Context: an optimization exercise on an open-source flow, tuned for small area, a short achievable clock period and few clock cycles per item. The choices shown serve that exercise and are no tape-out recipe. Function was checked by simulation only, so behaviour that the tests miss may differ from the original.

==> flow/design.v (excerpt) <==
module sm3_compress (
    input  logic         i_clk,
    input  logic         i_rst,
    input  logic         i_start,
    input  logic         i_first_block,
    input  logic         i_extend_valid,
    output logic [7:0]   o_rd_addr0,
    output logic [7:0]   o_rd_addr1,
    input  logic [31:0]  i_rd_data0,
    input  logic [31:0]  i_rd_data1,
    output logic         o_busy,
    output logic [255:0] o_hash,
    output logic         o_hash_valid
);
Size in the first run: roughly 5700 cells after synthesis, roughly 620 flip-flops.
clock: 10.0 ns
lec_check: 0
abc_area: 1
cap_margin: 10
core_margin: 2
core_utilization: 45
cts_buf_list: sky130_fd_sc_hd__clkbuf_4 sky130_fd_sc_hd__clkbuf_8
setup_slack_margin: 5
slew_margin: 10
standard.sh (not shown) runs the stock make flow with config.mk's settings and CLKGATE_MAP_FILE= SYNTH_SCRIPT=/design/flow/synth_recipe.tcl, a recipe that flattens the netlist after the stock synthesis.
==> flow/flow/run.sh <==
#!/bin/bash
# Own layout flow: the standard layout (standard.sh) with extra make variables.
#  - flow/synth_vars: VAR=value lines used for the synthesis step only
#  - flow/extra_vars: VAR=value lines used for every step
#  - flow/abc.script: if present, replaces ORFS's abc_area.script for synthesis (through a copy
#    of ORFS's scripts folder in the work folder; nothing else in it changes)
# Each make run's full output goes to its own log file in the work folder.
set -euo pipefail
here="$(cd "$(dirname "${BASH_SOURCE[0]}")" && pwd)"
work="$(cd "$here/.." && pwd)"
cd "$work"
readvars() {
  local f="$1"
  [[ -f "$f" ]] || return 0
  while IFS= read -r line; do
    [[ -z "$line" || "$line" == \#* ]] && continue
    printf '%s\0' "$line"
  done < "$f"
}
extra=(); synth=()
while IFS= read -r -d '' v; do extra+=("$v"); done < <(readvars "$here/extra_vars")
while IFS= read -r -d '' v; do synth+=("$v"); done < <(readvars "$here/synth_vars")
if [[ -f "$here/abc.script" ]]; then
  rm -rf "$work/scripts_abc"
  cp -r "$FLOW_HOME/scripts" "$work/scripts_abc"
  cp "$here/abc.script" "$work/scripts_abc/abc_area.script"
  synth+=("SCRIPTS_DIR=$work/scripts_abc")
fi
{
  echo "synthesis variables: ${synth[*]:-none}"
  echo "extra variables: ${extra[*]:-none}"
} | tee "$work/run_sh.log"
bash "$work/standard.sh" "${extra[@]}" "${synth[@]}" synth > "$work/make_synth.log" 2>&1
echo "synthesis done" | tee -a "$work/run_sh.log"
bash "$work/standard.sh" "${extra[@]}" finish > "$work/make_finish.log" 2>&1
echo "layout done" | tee -a "$work/run_sh.log"
==> flow/flow/extra_vars <==
SETUP_SLACK_MARGIN=5.1
BUFFER_PORTS_ARGS=-buffer_cell sky130_fd_sc_hd__buf_1
==> flow/flow/synth_vars <==
ADDER_MAP_FILE=
The baseline finished clean.
Testbench counts at the start, summed over its fixed seeds: cycles 24,968, blocks 384.
Then changed:
==> flow/flow/extra_vars (replaced) <==
SETUP_SLACK_MARGIN=5.3
BUFFER_PORTS_ARGS=-buffer_cell sky130_fd_sc_hd__buf_1
- CORE_UTILIZATION: 45 -> 50
- PLACE_DENSITY: default -> 0.68
Effect:
- The new run went through all stages and came out clean
- register-to-register slack improved by 50 ps
- cell area is higher by 1.4%
- setup slack gets better by 49 ps
- clock skew rises by 28 ps
- global-route usage goes up by 3.0 points
Then changed:
==> flow/flow/extra_vars (replaced) <==
SETUP_SLACK_MARGIN=5.5
BUFFER_PORTS_ARGS=-buffer_cell sky130_fd_sc_hd__buf_1
- CORE_UTILIZATION: 50 -> 45
- PLACE_DENSITY: 0.68 -> default
Via count is about the same.
Wire length came out higher by a few percent.
Non-clock buffer count came out higher by 95.
Critical path depth is unchanged.
Core utilization came out lower by 3.5 points.
Setup slack improves by 110 ps.
Then changed:
==> flow/flow/extra_vars (replaced) <==
SETUP_SLACK_MARGIN=4.9
BUFFER_PORTS_ARGS=-buffer_cell sky130_fd_sc_hd__buf_1
- CORE_UTILIZATION: 45 -> 50
- PLACE_DENSITY: default -> 0.68
Synthesized area does not change.
Die area came out lower by 9.9%.
First-iteration DRC count came out higher by 17%.
Via count came out lower by 0.92%.
Design area came out lower by 8.4%.
Count of clock-buffer cells in the layout came out lower by 12.
Synthesized cell count does not change.
Core utilization came out higher by 1.4 points.
Routed wire length came out lower by 5.3%.
Then changed:
==> flow/flow/extra_vars (replaced) <==
SETUP_SLACK_MARGIN=5.5
BUFFER_PORTS_ARGS=-buffer_cell sky130_fd_sc_hd__buf_1
Utilization grows by 4.9 points.
Worst setup slack improves by 410 ps.
Via count goes up by a few percent.
Die area stays the same.
Wire length climbs by a few percent.
Cell count went up slightly.
Clock skew goes up by 4.9 ps.
Non-clock buffer count goes up by 125.
Fmax came out higher by roughly a tenth.
Register-to-register slack gets better by 410 ps.

========
Another version of the RTL of sm3_compress (not shown whole).
Size: ~5100 cells after synthesis, roughly 560 flip-flops, about 37000 um^2 of cells after synthesis.
Settings: LEC_CHECK=0, ABC_AREA=1, CAP_MARGIN=20, CORE_MARGIN=2, CORE_UTILIZATION=40, SLEW_MARGIN=20; clock period 10.0 ns.
run.sh (not shown) runs the stock make flow with config.mk's settings and CLKGATE_MAP_FILE= SYNTH_SCRIPT=/design/flow/synth_recipe.tcl, a recipe that flattens the netlist after the stock synthesis.
Stock flow here: none of the scripts above is used.
The starting point finished with timing, DRC and antenna clean.
Testbench counts at the start, summed over its fixed seeds: cycles 24,968, blocks 384.
Rerun with:
SETUP_SLACK_MARGIN = 5   (was not set)
Result: The new run completed with no timing, DRC or antenna violations. Non-clock buffer count increases by 101. Cell count increases by 1.6%. Hold slack loses 0.013 ns. Final area increases by 9.3%. Global-route usage increases by 0.88 points. Die area is unchanged.
Rerun with:
==> flow/flow/run.sh (new file) <==
#!/bin/bash
# Own layout flow: the standard layout (standard.sh, ORFS synth..finish) with a few extra
# make variables read from flow/extra.mk-style list in flow/extra_vars (one VAR=value per line).
# Each make run's full output goes to a log file in the work folder.
set -euo pipefail
here="$(cd "$(dirname "${BASH_SOURCE[0]}")" && pwd)"
work="$(cd "$here/.." && pwd)"
cd "$work"
extra=()
if [[ -f "$here/extra_vars" ]]; then
  while IFS= read -r line; do
    [[ -z "$line" || "$line" == \#* ]] && continue
    extra+=("$line")
  done < "$here/extra_vars"
fi
echo "extra make variables: ${extra[*]:-none}" | tee "$work/run_sh.log"
bash "$work/standard.sh" "${extra[@]}" finish > "$work/standard_make.log" 2>&1
echo "standard.sh finished" | tee -a "$work/run_sh.log"
==> flow/flow/extra_vars (new file) <==
ADDER_MAP_FILE=
SETUP_SLACK_MARGIN=6
BUFFER_PORTS_ARGS=-buffer_cell sky130_fd_sc_hd__buf_1
==> flow/standard.sh (new file) <==
#!/bin/bash
# synth_recipe.tcl (not shown) runs the flow's synth.tcl, then flattens the netlist and writes it again
# the make line also repeats each setting of config.mk as NAME=value (left out here)
make -C /OpenROAD-flow-scripts/flow DESIGN_CONFIG=/design/flow/config.mk WORK_HOME=/design/flow/orfs CLKGATE_MAP_FILE= SYNTH_SCRIPT=/design/flow/synth_recipe.tcl "${@:-finish}"
removed: flow/run.sh
After rerunning: Final cell count went up by well over a third; routed wire length went up by well over a third; first-iteration DRC count went up by a few percent; worst setup slack improved by 0.48 ns; sequential cell count is unchanged; design area went up by well over a third; die area went up by about a fifth; synthesized area went up by about a fifth; core utilization went up by 10 points.

========
Setup of north:
RTL: one of the versions met above, not the one the previous note started from.
For scale: about 5700 cells after synthesis, about 340 I/O pins, roughly 36000 um^2 of cells after synthesis.
export LEC_CHECK = 0
export ABC_AREA = 1
export CAP_MARGIN = 10
export CORE_MARGIN = 2
export CORE_UTILIZATION = 45
export CTS_BUF_LIST = sky130_fd_sc_hd__clkbuf_4 sky130_fd_sc_hd__clkbuf_8
export SETUP_SLACK_MARGIN = 5
export SLEW_MARGIN = 10
create_clock -name core_clock -period 10.0 [get_ports {i_clk}]
standard.sh (not shown) runs the stock make flow with config.mk's settings and CLKGATE_MAP_FILE= SYNTH_SCRIPT=/design/flow/synth_recipe.tcl, a recipe that flattens the netlist after the stock synthesis.
==> flow/flow/run.sh <==
#!/bin/bash
# Own layout flow: the standard layout (standard.sh) with extra make variables.
#  - flow/synth_vars: VAR=value lines used for the synthesis step only
#  - flow/extra_vars: VAR=value lines used for every step
#  - flow/abc.script: if present, replaces ORFS's abc_area.script for synthesis (through a copy
#    of ORFS's scripts folder in the work folder; nothing else in it changes)
# Each make run's full output goes to its own log file in the work folder.
set -euo pipefail
here="$(cd "$(dirname "${BASH_SOURCE[0]}")" && pwd)"
work="$(cd "$here/.." && pwd)"
cd "$work"
readvars() {
  local f="$1"
  [[ -f "$f" ]] || return 0
  while IFS= read -r line; do
    [[ -z "$line" || "$line" == \#* ]] && continue
    printf '%s\0' "$line"
  done < "$f"
}
extra=(); synth=()
while IFS= read -r -d '' v; do extra+=("$v"); done < <(readvars "$here/extra_vars")
while IFS= read -r -d '' v; do synth+=("$v"); done < <(readvars "$here/synth_vars")
if [[ -f "$here/abc.script" ]]; then
  rm -rf "$work/scripts_abc"
  cp -r "$FLOW_HOME/scripts" "$work/scripts_abc"
  cp "$here/abc.script" "$work/scripts_abc/abc_area.script"
  synth+=("SCRIPTS_DIR=$work/scripts_abc")
fi
{
  echo "synthesis variables: ${synth[*]:-none}"
  echo "extra variables: ${extra[*]:-none}"
} | tee "$work/run_sh.log"
bash "$work/standard.sh" "${extra[@]}" "${synth[@]}" synth > "$work/make_synth.log" 2>&1
echo "synthesis done" | tee -a "$work/run_sh.log"
bash "$work/standard.sh" "${extra[@]}" finish > "$work/make_finish.log" 2>&1
echo "layout done" | tee -a "$work/run_sh.log"
==> flow/flow/extra_vars <==
SETUP_SLACK_MARGIN=5.3
BUFFER_PORTS_ARGS=-buffer_cell sky130_fd_sc_hd__buf_1
Scripts as last shown in full above: flow/flow/synth_vars
north: PASS, flow complete, no timing, DRC or antenna violations
Testbench counts of north, summed over its fixed seeds: cycles 24,968, blocks 384.
For south, these inputs were changed with respect to north:
Settings: CTS_BUF_LIST removed (was sky130_fd_sc_hd__clkbuf_4 sky130_fd_sc_hd__clkbuf_8); CAP_MARGIN changed from 10 to 20; SLEW_MARGIN changed from 10 to 20.
==> flow/flow/extra_vars <==
SETUP_SLACK_MARGIN=5.5
BUFFER_PORTS_ARGS=-buffer_cell sky130_fd_sc_hd__buf_1
[summary]
south: PASS, flow complete, no timing, DRC or antenna violations. Sequential share of layout area for south is lower than for north. For south, the launching instance or port of the critical path was e_q[2]$_DFF_P_, unlike north, where it was a_q[4]$_DFF_P_. Changes observed in south relative to north: count of clock-buffer cells in the layout decreased by 72 relative to the old numbers, register-to-register path setup slack increased by 110 ps relative to the old numbers. Summary of south over north: proportion of final cell area spent on non-clock buffers +1.5 points. south ends up with lower clock latency on the worst-skew pair than north does. Layout-stage area growth over the synthesis result ended up 7.4 points higher on south than on north. Worst setup slack in south is 110 ps higher than in north.

========
the reference run:
Another version of the RTL of sm3_compress (not shown whole).
For scale: ~620 flip-flops, ~35000 µm² of cells after synthesis.
make LEC_CHECK=0 ABC_AREA=1 CAP_MARGIN=20 CORE_MARGIN=2 CORE_UTILIZATION=40 SETUP_SLACK_MARGIN=5 SLEW_MARGIN=20 finish   # period 10.0 ns
run.sh (not shown) runs the stock make flow with config.mk's settings and CLKGATE_MAP_FILE= SYNTH_SCRIPT=/design/flow/synth_recipe.tcl, a recipe that flattens the netlist after the stock synthesis.
Stock flow here: none of the scripts above is used.
The reference run | stages: all done | timing, DRC, antenna: all pass
Testbench counts of the reference run, summed over its fixed seeds: cycles 24,968, blocks 384.
diff inputs: the reference run => the trial run
# the reference run
export LEC_CHECK = 0
export ABC_AREA = 1
export CAP_MARGIN = 20
export CORE_MARGIN = 2
export CORE_UTILIZATION = 40
export SETUP_SLACK_MARGIN = 5
export SLEW_MARGIN = 20
create_clock -name core_clock -period 10.0 [get_ports {i_clk}]
# the trial run
export LEC_CHECK = 0
export ABC_AREA = 1
export CAP_MARGIN = 20
export CORE_MARGIN = 2
export CORE_UTILIZATION = 45
export SETUP_SLACK_MARGIN = 5
export SLEW_MARGIN = 20
create_clock -name core_clock -period 10.0 [get_ports {i_clk}]
==> flow/flow/run.sh (new file) <==
#!/bin/bash
# Own layout flow: the standard layout (standard.sh) with extra make variables.
#  - flow/synth_vars: VAR=value lines used for the synthesis step only
#  - flow/extra_vars: VAR=value lines used for every step
#  - flow/abc.script: if present, replaces ORFS's abc_area.script for synthesis (through a copy
#    of ORFS's scripts folder in the work folder; nothing else in it changes)
# Each make run's full output goes to its own log file in the work folder.
set -euo pipefail
here="$(cd "$(dirname "${BASH_SOURCE[0]}")" && pwd)"
work="$(cd "$here/.." && pwd)"
cd "$work"
readvars() {
  local f="$1"
  [[ -f "$f" ]] || return 0
  while IFS= read -r line; do
    [[ -z "$line" || "$line" == \#* ]] && continue
    printf '%s\0' "$line"
  done < "$f"
}
extra=(); synth=()
while IFS= read -r -d '' v; do extra+=("$v"); done < <(readvars "$here/extra_vars")
while IFS= read -r -d '' v; do synth+=("$v"); done < <(readvars "$here/synth_vars")
if [[ -f "$here/abc.script" ]]; then
  rm -rf "$work/scripts_abc"
  cp -r "$FLOW_HOME/scripts" "$work/scripts_abc"
  cp "$here/abc.script" "$work/scripts_abc/abc_area.script"
  synth+=("SCRIPTS_DIR=$work/scripts_abc")
fi
{
  echo "synthesis variables: ${synth[*]:-none}"
  echo "extra variables: ${extra[*]:-none}"
} | tee "$work/run_sh.log"
bash "$work/standard.sh" "${extra[@]}" "${synth[@]}" synth > "$work/make_synth.log" 2>&1
echo "synthesis done" | tee -a "$work/run_sh.log"
bash "$work/standard.sh" "${extra[@]}" finish > "$work/make_finish.log" 2>&1
echo "layout done" | tee -a "$work/run_sh.log"
==> flow/flow/extra_vars (new file) <==
SETUP_SLACK_MARGIN=5.5
BUFFER_PORTS_ARGS=-buffer_cell sky130_fd_sc_hd__buf_1
==> flow/flow/synth_vars (new file) <==
ADDER_MAP_FILE=
==> flow/standard.sh (new file) <==
#!/bin/bash
# synth_recipe.tcl (not shown) runs the flow's synth.tcl, then flattens the netlist and writes it again
# the make line also repeats each setting of config.mk as NAME=value (left out here)
make -C /OpenROAD-flow-scripts/flow DESIGN_CONFIG=/design/flow/config.mk WORK_HOME=/design/flow/orfs CLKGATE_MAP_FILE= SYNTH_SCRIPT=/design/flow/synth_recipe.tcl "${@:-finish}"
removed: flow/run.sh
Findings:
- The critical path depth number comes out higher for the reference run vs the trial run.
- The trial run ended up with sky130_fd_sc_hd__dfxtp_1 as its cell type of the slowest stage on the worst timing path; the reference run ended up with sky130_fd_sc_hd__fa_1.
- In the trial run relative to the reference run, area after detailed placement had gone up by a little under 10%.
- Comparing the trial run and the reference run, the lower synthesized area was measured on the reference run.
- Compared with the reference run, the trial run shows setup slack higher by 740 ps.
- Compared with the reference run, in the trial run die area moved up; utilization after layout moved up; fraction of the yosys area taken by sequential cells moved down.

[port drivers added, routing unchanged]
Ports are ideal in the flow. The routed layouts listed here were re-timed in OpenROAD.
Step 1 assumes that a clkbuf_16 drives the clock port and a buf_2 every other input.
Step 2 times the ports against the registers' clock, not the clock port: input delays grow and output delays shrink by t, the midpoint of the rising clock arrivals with the driver on.
Three values: no drivers, after step 1, after step 2; two values: the first two.
run | shift t [ns] | slack for setup (ns) | latest minus earliest clock arrival (ns) | worst register clock-pin slew, ns | worst data-port slew with drivers (ns)
the first run of note 1 | 0.815 | 5.364 / 5.364 / 5.014 | 0.035 / 0.034 | 0.07 / 0.07 | 0.07
the second run of note 1 | 0.802 | 5.414 / 5.414 / 5.033 | 0.061 / 0.061 | 0.08 / 0.08 | 0.05
the third run of note 1 | 0.819 | 5.523 / 5.523 / 4.995 | 0.033 / 0.034 | 0.07 / 0.07 | 0.07
the fourth run of note 1 | 0.806 | 5.129 / 5.129 / 5.033 | 0.056 / 0.055 | 0.08 / 0.08 | 0.04
the fifth run of note 1 | 0.807 | 5.544 / 5.544 / 5.037 | 0.060 / 0.060 | 0.07 / 0.07 | 0.05
the first run of note 2 | 0.706 | 3.403 / 3.403 / 2.821 | 0.034 / 0.034 | 0.06 / 0.06 | 0.05
the second run of note 2 | 0.695 | 5.016 / 5.035 / 4.340 | 0.041 / 0.040 | 0.07 / 0.07 | 0.06
the third run of note 2 | 0.742 | 5.498 / 5.553 / 4.811 | 0.044 / 0.044 | 0.07 / 0.07 | 0.05
north | 0.814 | 5.435 / 5.435 / 5.020 | 0.039 / 0.039 | 0.07 / 0.07 | 0.07
south | 0.713 | 5.549 / 5.549 / 4.953 | 0.036 / 0.036 | 0.07 / 0.07 | 0.07
the reference run | 0.693 | 4.901 / 4.901 / 4.901 | 0.024 / 0.024 | 0.07 / 0.07 | 0.08
the trial run | 0.716 | 5.639 / 5.639 / 5.004 | 0.041 / 0.041 | 0.07 / 0.07 | 0.10
After both steps every run listed still meets setup and hold. The setup slack of the third run of note 2, which loses most, moves by +0.055 ns with the drivers and by -0.687 ns with both steps.
